Source: an optimization exercise on an open RTL-to-GDS flow (aim: a short achievable clock period and few clock cycles per item). Production flows keep margins and buffers that such runs may drop.
At most, simulation tests tie the RTL to the original design; equivalence was not proved.
Power is estimated from default activity; no workload was simulated.

==> violet: inputs <==
==> flow/design.v <==
module axi4_lite_regfile_slave #(
  parameter int ADDRESS    = 32,
  parameter int DATA_WIDTH = 32,
  parameter int NUM_REGS   = 32
) (
  input  logic                    ACLK,
  input  logic                    ARESETN,
  input  logic [ADDRESS-1:0]      S_AWADDR,
  input  logic                    S_AWVALID,
  output logic                    S_AWREADY,
  input  logic [DATA_WIDTH-1:0]   S_WDATA,
  input  logic [DATA_WIDTH/8-1:0] S_WSTRB,
  input  logic                    S_WVALID,
  output logic                    S_WREADY,
  output logic [1:0]              S_BRESP,
  output logic                    S_BVALID,
  input  logic                    S_BREADY,
  input  logic [ADDRESS-1:0]      S_ARADDR,
  input  logic                    S_ARVALID,
  output logic                    S_ARREADY,
  output logic [DATA_WIDTH-1:0]   S_RDATA,
  output logic [1:0]              S_RRESP,
  output logic                    S_RVALID,
  input  logic                    S_RREADY
);
  localparam int SW    = DATA_WIDTH / 8;
  localparam int OFS   = $clog2(SW);
  localparam int IDX_W = (NUM_REGS > 1) ? $clog2(NUM_REGS) : 1;
  localparam logic [ADDRESS-1:0] NREGS_A = ADDRESS'(NUM_REGS);
  logic [NUM_REGS-1:0][DATA_WIDTH-1:0] mem;
  logic                  aw_v, w_v, cm;
  logic [NUM_REGS-1:0]   aw_sel;    
  logic                  aw_ok;
  logic [DATA_WIDTH-1:0] w_data;
  logic [SW-1:0]         w_strb;
  logic                  awready_q, wready_q;    
  logic                  aw_busy, w_busy;        
  logic                  aw_hs, w_hs, do_wr, wr_err, in_aw_ok;
  logic [ADDRESS-1:0]    in_aw_word;
  logic                  bvalid_q, b_nv0, b_v1, b_e0, b_e1, b_pop, b_u0, b_u1;
  logic                  b_v0_n, b_v1_n, aw_v_n, w_v_n;
  assign aw_hs      = S_AWVALID & ~aw_busy;
  assign w_hs       = S_WVALID & ~w_busy;
  assign do_wr      = (aw_v | aw_hs) & (w_v | w_hs);
  assign in_aw_word = S_AWADDR >> OFS;
  assign in_aw_ok   = in_aw_word < NREGS_A;
  assign wr_err     = aw_v ? ~aw_ok : ~in_aw_ok;
  assign b_pop  = ~b_nv0 & S_BREADY;
  assign b_u0   = b_pop ? b_v1 : ~b_nv0;    
  assign b_u1   = ~b_pop & b_v1;
  assign b_v0_n = b_u0 | do_wr;
  assign b_v1_n = b_u1 | (do_wr & b_u0);
  assign aw_v_n = (aw_v | aw_hs) & ~do_wr;
  assign w_v_n  = (w_v | w_hs) & ~do_wr;
  always_ff @(posedge ACLK or negedge ARESETN) begin
    if (!ARESETN) begin
      aw_v      <= 1'b0;
      w_v       <= 1'b0;
      cm        <= 1'b0;
      awready_q <= 1'b0;
      wready_q  <= 1'b0;
      aw_busy   <= 1'b1;
      w_busy    <= 1'b1;
      bvalid_q  <= 1'b0;
      b_nv0     <= 1'b1;
      b_v1      <= 1'b0;
    end else begin
      aw_v      <= aw_v_n;
      w_v       <= w_v_n;
      cm        <= do_wr;
      awready_q <= ~aw_v_n & ~b_v1_n;
      wready_q  <= ~w_v_n & ~b_v1_n;
      aw_busy   <= aw_v_n | b_v1_n;
      w_busy    <= w_v_n | b_v1_n;
      bvalid_q  <= b_v0_n;
      b_nv0     <= ~b_v0_n;
      b_v1      <= b_v1_n;
    end
  end
  always_ff @(posedge ACLK) begin
    if (aw_hs) begin
      aw_ok <= in_aw_ok;
      for (int r = 0; r < NUM_REGS; r++)
        aw_sel[r] <= in_aw_word[IDX_W-1:0] == IDX_W'(r);
    end
    if (w_hs) begin
      w_data <= S_WDATA;
      w_strb <= S_WSTRB;
    end
    if (do_wr & ~b_u0)  b_e0 <= wr_err;
    else if (b_pop)     b_e0 <= b_e1;
    if (do_wr & b_u0)   b_e1 <= wr_err;
  end
  always_ff @(posedge ACLK or negedge ARESETN) begin
    if (!ARESETN) mem <= '0;
    else
      for (int r = 0; r < NUM_REGS; r++)
        for (int i = 0; i < SW; i++)
          if (cm && aw_ok && aw_sel[r] && w_strb[i])
            mem[r][8*i +: 8] <= w_data[8*i +: 8];
  end
  logic                  p_v, p_ok;
  logic [NUM_REGS-1:0]   p_sel;
  logic                  arready_q, r_busy, ar_hs, rd_ok;
  logic [ADDRESS-1:0]    rd_word;
  logic [DATA_WIDTH-1:0] rd_val;
  logic                  rvalid_q, r_nv0, r_v1, r_v2, r_pop, r_u0, r_u1, r_u2;
  logic                  r_v0_n, r_v1_n, r_v2_n, r_ld0, r_ld1, r_ld2;
  logic [DATA_WIDTH-1:0] r_d0, r_d1, r_d2;
  logic                  r_e0, r_e1, r_e2;
  assign ar_hs   = S_ARVALID & ~r_busy;
  assign rd_word = S_ARADDR >> OFS;
  assign rd_ok   = rd_word < NREGS_A;
  always_comb begin
    rd_val = '0;
    for (int r = 0; r < NUM_REGS; r++)
      rd_val = rd_val | (mem[r] & {DATA_WIDTH{p_sel[r]}});
    if (!p_ok) rd_val = '0;
  end
  assign r_pop  = ~r_nv0 & S_RREADY;
  assign r_u0   = r_pop ? r_v1 : ~r_nv0;    
  assign r_u1   = r_pop ? r_v2 : r_v1;
  assign r_u2   = ~r_pop & r_v2;
  assign r_ld0  = p_v & ~r_u0;
  assign r_ld1  = p_v & r_u0 & ~r_u1;
  assign r_ld2  = p_v & r_u1;
  assign r_v0_n = r_u0 | p_v;
  assign r_v1_n = r_u1 | (p_v & r_u0);
  assign r_v2_n = r_u2 | (p_v & r_u1);
  always_ff @(posedge ACLK or negedge ARESETN) begin
    if (!ARESETN) begin
      p_v       <= 1'b0;
      arready_q <= 1'b0;
      r_busy    <= 1'b1;
      rvalid_q  <= 1'b0;
      r_nv0     <= 1'b1;
      r_v1      <= 1'b0;
      r_v2      <= 1'b0;
    end else begin
      p_v       <= ar_hs;
      arready_q <= ~r_v2_n & ~(r_v1_n & ar_hs);
      r_busy    <= r_v2_n | (r_v1_n & ar_hs);
      rvalid_q  <= r_v0_n;
      r_nv0     <= ~r_v0_n;
      r_v1      <= r_v1_n;
      r_v2      <= r_v2_n;
    end
  end
  always_ff @(posedge ACLK) begin
    p_ok <= rd_ok;
    for (int r = 0; r < NUM_REGS; r++)
      p_sel[r] <= rd_word[IDX_W-1:0] == IDX_W'(r);
    if (r_ld0) begin
      r_d0 <= rd_val;
      r_e0 <= ~p_ok;
    end else if (r_pop) begin
      r_d0 <= r_d1;
      r_e0 <= r_e1;
    end
    if (r_ld1) begin
      r_d1 <= rd_val;
      r_e1 <= ~p_ok;
    end else if (r_pop) begin
      r_d1 <= r_d2;
      r_e1 <= r_e2;
    end
    if (r_ld2) begin
      r_d2 <= rd_val;
      r_e2 <= ~p_ok;
    end
  end
  assign S_AWREADY = awready_q;
  assign S_WREADY  = wready_q;
  assign S_ARREADY = arready_q;
  assign S_BVALID  = bvalid_q;
  assign S_BRESP   = {b_e0, 1'b0};
  assign S_RVALID  = rvalid_q;
  assign S_RRESP   = {r_e0, 1'b0};
  assign S_RDATA   = r_d0;
endmodule
==> flow/run.sh <==
#!/bin/bash
# synth_recipe.tcl (not shown) runs the flow's synth.tcl, then flattens the netlist and writes it again
# the make line also repeats each setting of config.mk as NAME=value (left out here)
make -C /OpenROAD-flow-scripts/flow DESIGN_CONFIG=/design/flow/config.mk WORK_HOME=/design/flow/orfs CLKGATE_MAP_FILE= SYNTH_SCRIPT=/design/flow/synth_recipe.tcl finish
==> flow/config.mk <==
export PLATFORM = sky130hd
export DESIGN_NAME = axi4_lite_regfile_slave
export DESIGN_NICKNAME = axi4_lite_regfile_slave
export VERILOG_FILES = /design/flow/design.v
export SDC_FILE = /design/flow/constraint.sdc
export NUM_CORES = 4
export LEC_CHECK = 0
export ABC_CLOCK_PERIOD_IN_PS = 2000
export CAP_MARGIN = 20
export CORE_MARGIN = 2
export CORE_UTILIZATION = 65
export CTS_CLUSTER_DIAMETER = 60
export CTS_CLUSTER_SIZE = 20
export PLACE_DENSITY = 0.75
export SETUP_SLACK_MARGIN = 3.3
export SLEW_MARGIN = 20
==> flow/constraint.sdc <==
create_clock -name core_clock -period 5.0 [get_ports {ACLK}]
set_input_delay 1.0000 -clock core_clock [delete_from_list [all_inputs] [get_ports {ACLK}]]
set_output_delay 1.0000 -clock core_clock [all_outputs]
set_load 0.01 [all_outputs]
==> onyx (differences from violet) <==
==> flow/design.v, changed modules only <==
module axi4_lite_regfile_slave #(
  parameter int ADDRESS    = 32,
  parameter int DATA_WIDTH = 32,
  parameter int NUM_REGS   = 32
) (
  input  logic                    ACLK,
  input  logic                    ARESETN,
  input  logic [ADDRESS-1:0]      S_AWADDR,
  input  logic                    S_AWVALID,
  output logic                    S_AWREADY,
  input  logic [DATA_WIDTH-1:0]   S_WDATA,
  input  logic [DATA_WIDTH/8-1:0] S_WSTRB,
  input  logic                    S_WVALID,
  output logic                    S_WREADY,
  output logic [1:0]              S_BRESP,
  output logic                    S_BVALID,
  input  logic                    S_BREADY,
  input  logic [ADDRESS-1:0]      S_ARADDR,
  input  logic                    S_ARVALID,
  output logic                    S_ARREADY,
  output logic [DATA_WIDTH-1:0]   S_RDATA,
  output logic [1:0]              S_RRESP,
  output logic                    S_RVALID,
  input  logic                    S_RREADY
);
  localparam int SW    = DATA_WIDTH / 8;
  localparam int OFS   = $clog2(SW);
  localparam int IDX_W = (NUM_REGS > 1) ? $clog2(NUM_REGS) : 1;
  localparam logic [ADDRESS-1:0] NREGS_A = ADDRESS'(NUM_REGS);
  logic                  aw_v, w_v, cm;
  logic [NUM_REGS-1:0]   aw_sel;    
  logic                  aw_ok;
  logic [DATA_WIDTH-1:0] w_data;
  logic [SW-1:0]         w_strb;
  logic                  awready_q, wready_q;
  logic                  aw_hs, w_hs, do_wr, wr_ok_eff, in_aw_ok;
  logic [ADDRESS-1:0]    in_aw_word;
  logic [1:0]            b_cnt, b_cnt_n, b_c1;
  logic                  b_e0, b_e1, b_e0_n, b_e1_n;
  logic                  bvalid_q, b_pop;
  logic [1:0]            r_cnt, r_cnt_n, r_c1;
  logic [DATA_WIDTH-1:0] r_d0, r_d1, r_d0_n, r_d1_n;
  logic                  r_e0, r_e1, r_e0_n, r_e1_n;
  logic                  rvalid_q, arready_q, r_pop, ar_hs, rd_ok;
  logic [ADDRESS-1:0]    rd_word;
  logic [IDX_W-1:0]      rd_idx;
  logic [DATA_WIDTH-1:0] rd_val;
  logic [NUM_REGS-1:0][DATA_WIDTH-1:0] mem;
  assign aw_hs      = S_AWVALID & awready_q;
  assign w_hs       = S_WVALID & wready_q;
  assign do_wr      = (aw_v | aw_hs) & (w_v | w_hs);
  assign in_aw_word = S_AWADDR >> OFS;
  assign in_aw_ok   = in_aw_word < NREGS_A;
  assign wr_ok_eff  = aw_v ? aw_ok : in_aw_ok;
  always_comb begin
    b_pop   = bvalid_q & S_BREADY;
    b_c1    = b_cnt - {1'b0, b_pop};
    b_e0_n  = b_pop ? b_e1 : b_e0;
    b_e1_n  = b_e1;
    if (do_wr) begin
      if (b_c1 == 2'd0) b_e0_n = ~wr_ok_eff;
      else              b_e1_n = ~wr_ok_eff;
    end
    b_cnt_n = b_c1 + {1'b0, do_wr};
  end
  always_ff @(posedge ACLK or negedge ARESETN) begin
    if (!ARESETN) begin
      aw_v      <= 1'b0;
      w_v       <= 1'b0;
      cm        <= 1'b0;
      aw_sel    <= '0;
      aw_ok     <= 1'b0;
      w_data    <= '0;
      w_strb    <= '0;
      awready_q <= 1'b1;
      wready_q  <= 1'b1;
      b_cnt     <= '0;
      b_e0      <= 1'b0;
      b_e1      <= 1'b0;
      bvalid_q  <= 1'b0;
    end else begin
      if (aw_hs) begin
        for (int r = 0; r < NUM_REGS; r++)
          aw_sel[r] <= in_aw_ok && in_aw_word[IDX_W-1:0] == IDX_W'(r);
        aw_ok  <= in_aw_ok;
      end
      if (w_hs) begin
        w_data <= S_WDATA;
        w_strb <= S_WSTRB;
      end
      aw_v      <= (aw_v | aw_hs) & ~do_wr;
      w_v       <= (w_v | w_hs) & ~do_wr;
      cm        <= do_wr;
      awready_q <= ~((aw_v | aw_hs) & ~do_wr) & (b_cnt_n != 2'd2);
      wready_q  <= ~((w_v | w_hs) & ~do_wr) & (b_cnt_n != 2'd2);
      b_cnt     <= b_cnt_n;
      b_e0      <= b_e0_n;
      b_e1      <= b_e1_n;
      bvalid_q  <= b_cnt_n != 2'd0;
    end
  end
  always_ff @(posedge ACLK or negedge ARESETN) begin
    if (!ARESETN) mem <= '0;
    else
      for (int r = 0; r < NUM_REGS; r++)
        for (int i = 0; i < SW; i++)
          if (cm && aw_sel[r] && w_strb[i])
            mem[r][8*i +: 8] <= w_data[8*i +: 8];
  end
  assign ar_hs   = S_ARVALID & arready_q;
  assign rd_word = S_ARADDR >> OFS;
  assign rd_ok   = rd_word < NREGS_A;
  assign rd_idx  = rd_word[IDX_W-1:0];
  assign rd_val  = rd_ok ? mem[rd_idx] : '0;
  always_comb begin
    r_pop   = rvalid_q & S_RREADY;
    r_c1    = r_cnt - {1'b0, r_pop};
    r_d0_n  = r_pop ? r_d1 : r_d0;
    r_e0_n  = r_pop ? r_e1 : r_e0;
    r_d1_n  = r_d1;
    r_e1_n  = r_e1;
    if (ar_hs) begin
      if (r_c1 == 2'd0) begin
        r_d0_n = rd_val;
        r_e0_n = ~rd_ok;
      end else begin
        r_d1_n = rd_val;
        r_e1_n = ~rd_ok;
      end
    end
    r_cnt_n = r_c1 + {1'b0, ar_hs};
  end
  always_ff @(posedge ACLK or negedge ARESETN) begin
    if (!ARESETN) begin
      r_cnt     <= '0;
      r_d0      <= '0;
      r_d1      <= '0;
      r_e0      <= 1'b0;
      r_e1      <= 1'b0;
      rvalid_q  <= 1'b0;
      arready_q <= 1'b1;
    end else begin
      r_cnt     <= r_cnt_n;
      r_d0      <= r_d0_n;
      r_d1      <= r_d1_n;
      r_e0      <= r_e0_n;
      r_e1      <= r_e1_n;
      rvalid_q  <= r_cnt_n != 2'd0;
      arready_q <= r_cnt_n != 2'd2;
    end
  end
  assign S_AWREADY = awready_q;
  assign S_WREADY  = wready_q;
  assign S_ARREADY = arready_q;
  assign S_BVALID  = bvalid_q;
  assign S_BRESP   = {b_e0, 1'b0};
  assign S_RVALID  = rvalid_q;
  assign S_RRESP   = {r_e0, 1'b0};
  assign S_RDATA   = r_d0;
endmodule
CORE_UTILIZATION = 70   (was 65)
CTS_CLUSTER_DIAMETER = unset   (was 60)
CTS_CLUSTER_SIZE = unset   (was 20)
PLACE_DENSITY = 0.8   (was 0.75)
==> sierra (differences from violet) <==
CORE_UTILIZATION = 55   (was 65)
CTS_CLUSTER_DIAMETER = unset   (was 60)
CTS_CLUSTER_SIZE = unset   (was 20)
PLACE_DENSITY = 0.7   (was 0.75)
==> comparison <==
sierra ended with an error in final report (6_report). violet passed the timing, DRC and antenna checks. onyx completed with no timing, DRC or antenna violations. Global-route usage: onyx is lower than violet (5.7 points). Clock skew: onyx is lower than violet (0.047 ns). Of onyx and violet, violet has the higher non-clock buffer count (gap 84). Die area: onyx is smaller than violet (3.2%). Against onyx, the flip-flop and latch count of violet is higher by 71. Total power: onyx is smaller than violet (about 27%).
Testbench counts of violet, summed over its fixed seeds: cycles 17,099, items 32,000.
Testbench counts of sierra, summed over its fixed seeds: cycles 17,099, items 32,000.
For onyx, only the layout was checked, not whether the RTL still works.

what the ideal ports hide:
No port has a modelled driver above. Below, the same layouts with a new extraction and two added sets of constraints. Step 1 (the two cells are an assumption about what drives the block):
set clk [get_ports {ACLK}]
set_driving_cell -lib_cell sky130_fd_sc_hd__clkbuf_16 $clk
set_driving_cell -lib_cell sky130_fd_sc_hd__buf_2 [delete_from_list [all_inputs] $clk]
Step 2 moves the port delays by t, midway between the first and last clock arrival at a register: inputs arrive t later, outputs are due t later. That takes back most of the time a late clock gives input paths. a / b / c = ideal / step 1 / step 2; a / b = the first two.
| run | t, ns | setup slack, ns | worst setup path at the end | worst data-port slew with drivers (ns) | cell pins on the clock port's net |
|---|---|---|---|---|---|
| violet | 0.774 | 2.385 / 2.385 / 1.906 | input to register | 0.10 | 1 |
| onyx | 0.772 | 2.559 / 2.208 / 1.436 | input to register | 0.49 | 1 |
After both steps every run listed still meets setup and hold. For onyx, which loses most, drivers alone change the setup slack by -0.351 ns; drivers and shift together by -1.123 ns.
